What follows belongs to an exercise in optimizing a design on an open flow for small area; a production flow would make more cautious choices. The RTL was checked by simulation tests, not by an equivalence proof against the original design. Power figures rest on the tool's default switching activity, not on a simulated workload.

==> inputs of run P <==
## sha1_byte_stream_hasher
module sha1_byte_stream_hasher (
    input  logic        aclk,
    input  logic        aresetn,
    input  logic        s_tvalid,
    output logic        s_tready,
    input  logic [7:0]  s_tdata,    
    input  logic        s_tuser,    
    output logic        m_tvalid,
    input  logic        m_tready,
    output logic [39:0] m_tdata,    
    output logic        m_tlast     
);
clock: 7.0 ns
lec_check: 0
abc_area: 1
cap_margin: 20
core_margin: 2
core_utilization: 70
cts_buf_list: sky130_fd_sc_hd__clkbuf_8
cts_cluster_diameter: 50
cts_cluster_size: 20
place_density: 0.8
slew_margin: 20
standard.sh (not shown) runs the stock make flow with config.mk's settings and CLKGATE_MAP_FILE= SYNTH_SCRIPT=/design/flow/synth_recipe.tcl, a recipe that flattens the netlist after the stock synthesis.
==> flow/flow/run.sh <==
#!/bin/bash
# Standard ORFS layout (the standard.sh) with these changes:
#  - synthesis maps with a deeper area-oriented abc script (flow/abc_area_deep.script)
#    in place of ORFS's abc_area.script; everything else in synthesis is the standard flow's
#    synth_recipe.tcl and ORFS's synth.tcl, so the same registers come out,
#  - the half-adder cell is not used, so half adders are left to abc,
#  - ports are buffered with the smallest buffer, sky130_fd_sc_hd__buf_1,
#  - clock tree synthesis adds no dummy loads.
# make's output goes to flow.log; ORFS keeps each step's log under orfs/logs.
set -euo pipefail
HERE=$(pwd)
sed '/^source $::env(SCRIPTS_DIR)\/synth_preamble.tcl$/a if { [info exists ::env(MY_ABC_SCRIPT)] } { lset abc_args 1 $::env(MY_ABC_SCRIPT) }' "$FLOW_HOME/scripts/synth.tcl" > "$HERE/my_synth.tcl"
grep -q MY_ABC_SCRIPT "$HERE/my_synth.tcl"
sed "s|source \$::env(SCRIPTS_DIR)/synth.tcl|source $HERE/my_synth.tcl|" synth_recipe.tcl > "$HERE/my_synth_recipe.tcl"
grep -q my_synth.tcl "$HERE/my_synth_recipe.tcl"
export MY_ABC_SCRIPT="$HERE/flow/abc_area_deep.script"
DU=" sky130_fd_sc_hd__probe_p_8 sky130_fd_sc_hd__probec_p_8 sky130_fd_sc_hd__lpflow_bleeder_1 sky130_fd_sc_hd__lpflow_clkbufkapwr_1 sky130_fd_sc_hd__lpflow_clkbufkapwr_16 sky130_fd_sc_hd__lpflow_clkbufkapwr_2 sky130_fd_sc_hd__lpflow_clkbufkapwr_4 sky130_fd_sc_hd__lpflow_clkbufkapwr_8 sky130_fd_sc_hd__lpflow_clkinvkapwr_1 sky130_fd_sc_hd__lpflow_clkinvkapwr_16 sky130_fd_sc_hd__lpflow_clkinvkapwr_2 sky130_fd_sc_hd__lpflow_clkinvkapwr_4 sky130_fd_sc_hd__lpflow_clkinvkapwr_8 sky130_fd_sc_hd__lpflow_decapkapwr_12 sky130_fd_sc_hd__lpflow_decapkapwr_3 sky130_fd_sc_hd__lpflow_decapkapwr_4 sky130_fd_sc_hd__lpflow_decapkapwr_6 sky130_fd_sc_hd__lpflow_decapkapwr_8 sky130_fd_sc_hd__lpflow_inputiso0n_1 sky130_fd_sc_hd__lpflow_inputiso0p_1 sky130_fd_sc_hd__lpflow_inputiso1n_1 sky130_fd_sc_hd__lpflow_inputiso1p_1 sky130_fd_sc_hd__lpflow_inputisolatch_1 sky130_fd_sc_hd__lpflow_isobufsrc_1 sky130_fd_sc_hd__lpflow_isobufsrc_16 sky130_fd_sc_hd__lpflow_isobufsrc_2 sky130_fd_sc_hd__lpflow_isobufsrc_4 sky130_fd_sc_hd__lpflow_isobufsrc_8 sky130_fd_sc_hd__lpflow_isobufsrckapwr_16 sky130_fd_sc_hd__lpflow_lsbuf_lh_hl_isowell_tap_1 sky130_fd_sc_hd__lpflow_lsbuf_lh_hl_isowell_tap_2 sky130_fd_sc_hd__lpflow_lsbuf_lh_hl_isowell_tap_4 sky130_fd_sc_hd__lpflow_lsbuf_lh_isowell_4 sky130_fd_sc_hd__lpflow_lsbuf_lh_isowell_tap_1 sky130_fd_sc_hd__lpflow_lsbuf_lh_isowell_tap_2 sky130_fd_sc_hd__lpflow_lsbuf_lh_isowell_tap_4 sky130_fd_sc_hd__ha_1"
CTS="-sink_clustering_enable -repair_clock_nets -sink_clustering_size 20 -sink_clustering_max_diameter 70 -buf_list sky130_fd_sc_hd__clkbuf_8 -dont_use_dummy_load"
bash standard.sh "SYNTH_SCRIPT=$HERE/my_synth_recipe.tcl" "DONT_USE_CELLS=$DU" "BUFFER_PORTS_ARGS=-buffer_cell sky130_fd_sc_hd__buf_1" "CTS_ARGS=$CTS" finish > flow.log 2>&1
==> flow/flow/abc_area_deep.script <==
&get -n
&st
&dc2
&dch -f
&nf -R 1000 -p
&put
mfs2 -a
&get -n
&st
&dc2
&dch -f
&nf -R 1000 -p
&put
mfs2 -a
&get -n
&st
&dch -f
&nf -R 1000 -p
&put
topo
dnsize
==> run K: changes against run P <==
==> flow/flow/run.sh (replaced) <==
#!/bin/bash
# Standard ORFS layout (the standard.sh) with three changes:
#  - the half-adder cell is not used, so synthesis leaves half adders to abc
#    (the same registers come out; only gates differ),
#  - ports are buffered with the smallest buffer, sky130_fd_sc_hd__buf_1,
#  - clock tree synthesis adds no dummy loads.
# All make output goes to flow.log; ORFS keeps each step's log under orfs/logs.
set -euo pipefail
DU=" sky130_fd_sc_hd__probe_p_8 sky130_fd_sc_hd__probec_p_8 sky130_fd_sc_hd__lpflow_bleeder_1 sky130_fd_sc_hd__lpflow_clkbufkapwr_1 sky130_fd_sc_hd__lpflow_clkbufkapwr_16 sky130_fd_sc_hd__lpflow_clkbufkapwr_2 sky130_fd_sc_hd__lpflow_clkbufkapwr_4 sky130_fd_sc_hd__lpflow_clkbufkapwr_8 sky130_fd_sc_hd__lpflow_clkinvkapwr_1 sky130_fd_sc_hd__lpflow_clkinvkapwr_16 sky130_fd_sc_hd__lpflow_clkinvkapwr_2 sky130_fd_sc_hd__lpflow_clkinvkapwr_4 sky130_fd_sc_hd__lpflow_clkinvkapwr_8 sky130_fd_sc_hd__lpflow_decapkapwr_12 sky130_fd_sc_hd__lpflow_decapkapwr_3 sky130_fd_sc_hd__lpflow_decapkapwr_4 sky130_fd_sc_hd__lpflow_decapkapwr_6 sky130_fd_sc_hd__lpflow_decapkapwr_8 sky130_fd_sc_hd__lpflow_inputiso0n_1 sky130_fd_sc_hd__lpflow_inputiso0p_1 sky130_fd_sc_hd__lpflow_inputiso1n_1 sky130_fd_sc_hd__lpflow_inputiso1p_1 sky130_fd_sc_hd__lpflow_inputisolatch_1 sky130_fd_sc_hd__lpflow_isobufsrc_1 sky130_fd_sc_hd__lpflow_isobufsrc_16 sky130_fd_sc_hd__lpflow_isobufsrc_2 sky130_fd_sc_hd__lpflow_isobufsrc_4 sky130_fd_sc_hd__lpflow_isobufsrc_8 sky130_fd_sc_hd__lpflow_isobufsrckapwr_16 sky130_fd_sc_hd__lpflow_lsbuf_lh_hl_isowell_tap_1 sky130_fd_sc_hd__lpflow_lsbuf_lh_hl_isowell_tap_2 sky130_fd_sc_hd__lpflow_lsbuf_lh_hl_isowell_tap_4 sky130_fd_sc_hd__lpflow_lsbuf_lh_isowell_4 sky130_fd_sc_hd__lpflow_lsbuf_lh_isowell_tap_1 sky130_fd_sc_hd__lpflow_lsbuf_lh_isowell_tap_2 sky130_fd_sc_hd__lpflow_lsbuf_lh_isowell_tap_4 sky130_fd_sc_hd__ha_1"
CTS="-sink_clustering_enable -repair_clock_nets -sink_clustering_size 20 -sink_clustering_max_diameter 50 -buf_list sky130_fd_sc_hd__clkbuf_8 -dont_use_dummy_load"
bash standard.sh "DONT_USE_CELLS=$DU" "BUFFER_PORTS_ARGS=-buffer_cell sky130_fd_sc_hd__buf_1" "CTS_ARGS=$CTS" finish > flow.log 2>&1
--- a/flow/config.mk
+++ b/flow/config.mk
@@ -10,3 +10,3 @@
 export CORE_MARGIN = 2
-export CORE_UTILIZATION = 70
+export CORE_UTILIZATION = 82
 export CTS_BUF_LIST = sky130_fd_sc_hd__clkbuf_8
@@ -14,3 +14,3 @@
 export CTS_CLUSTER_SIZE = 20
-export PLACE_DENSITY = 0.8
+export PLACE_DENSITY = 0.9
 export SLEW_MARGIN = 20
removed: flow/flow/abc_area_deep.script
==> results.rst <==
.. list-table::
   :header-rows: 1

   * - Metric
     - Value
   * - Vias
     - 11,900
   * - Reg2reg path depth
     - 17
   * - Clock Power
     - 2150 uW
   * - Portion of synthesized cell area occupied by the leading cell type
     - 0.787
   * - Clk_skew
     - 86.0 ps
   * - Cell count after synthesis
     - 1,656
   * - Outcome
     - timing/DRC/antenna clean
   * - Clock network fraction of total power
     - 0.279
   * - Post-synthesis sequential area ratio
     - 0.832
   * - Post-route core utilization
     - 0.865
[end of results for run K]
==> results.rst <==
.. list-table::
   :header-rows: 1

   * - Metric
     - Value
   * - Clock network fraction of total power
     - 0.276
   * - Antenna diode count
     - 0
   * - Number of tap cells inserted
     - 402
   * - Commonest register cell after synthesis
     - dfxtp_1
   * - Reg2reg path depth
     - 15
   * - Switching power
     - 1450 uW
   * - Clock Power
     - 2080 uW
   * - Outcome
     - timing/DRC/antenna clean
   * - Register ranked first by flip-flop count
     - wr
   * - Post-synthesis sequential area ratio
     - 0.856
   * - Cell count after synthesis
     - 1,465
   * - Post-route core utilization
     - 0.745
   * - End point of the critical path
     - cq[158]
[end of results for run P]

[static timing again, ports no longer ideal]
How much do the figures lean on ideal ports? The routed layouts below were timed once more, with nothing changed but the port constraints. Step 1 assumes that a clkbuf_16 drives the clock port and a buf_2 every other input. Step 2, shift: input delay + t, output delay - t, t = (earliest + latest rising clock arrival at the registers) / 2. This alone moves slack from input paths to output paths. Slacks: ideal / step 1 / step 2; pairs: ideal / step 1.
run	t (ns)	slack for setup (ns)	worst data-port slew with drivers (ns)	cell pins on the clock port's net
run P	0.627	1.754 / 1.754 / 1.754	0.03	1
run K	0.646	1.548 / 1.548 / 1.548	0.06	1
After both steps setup and hold are still met in every run listed.
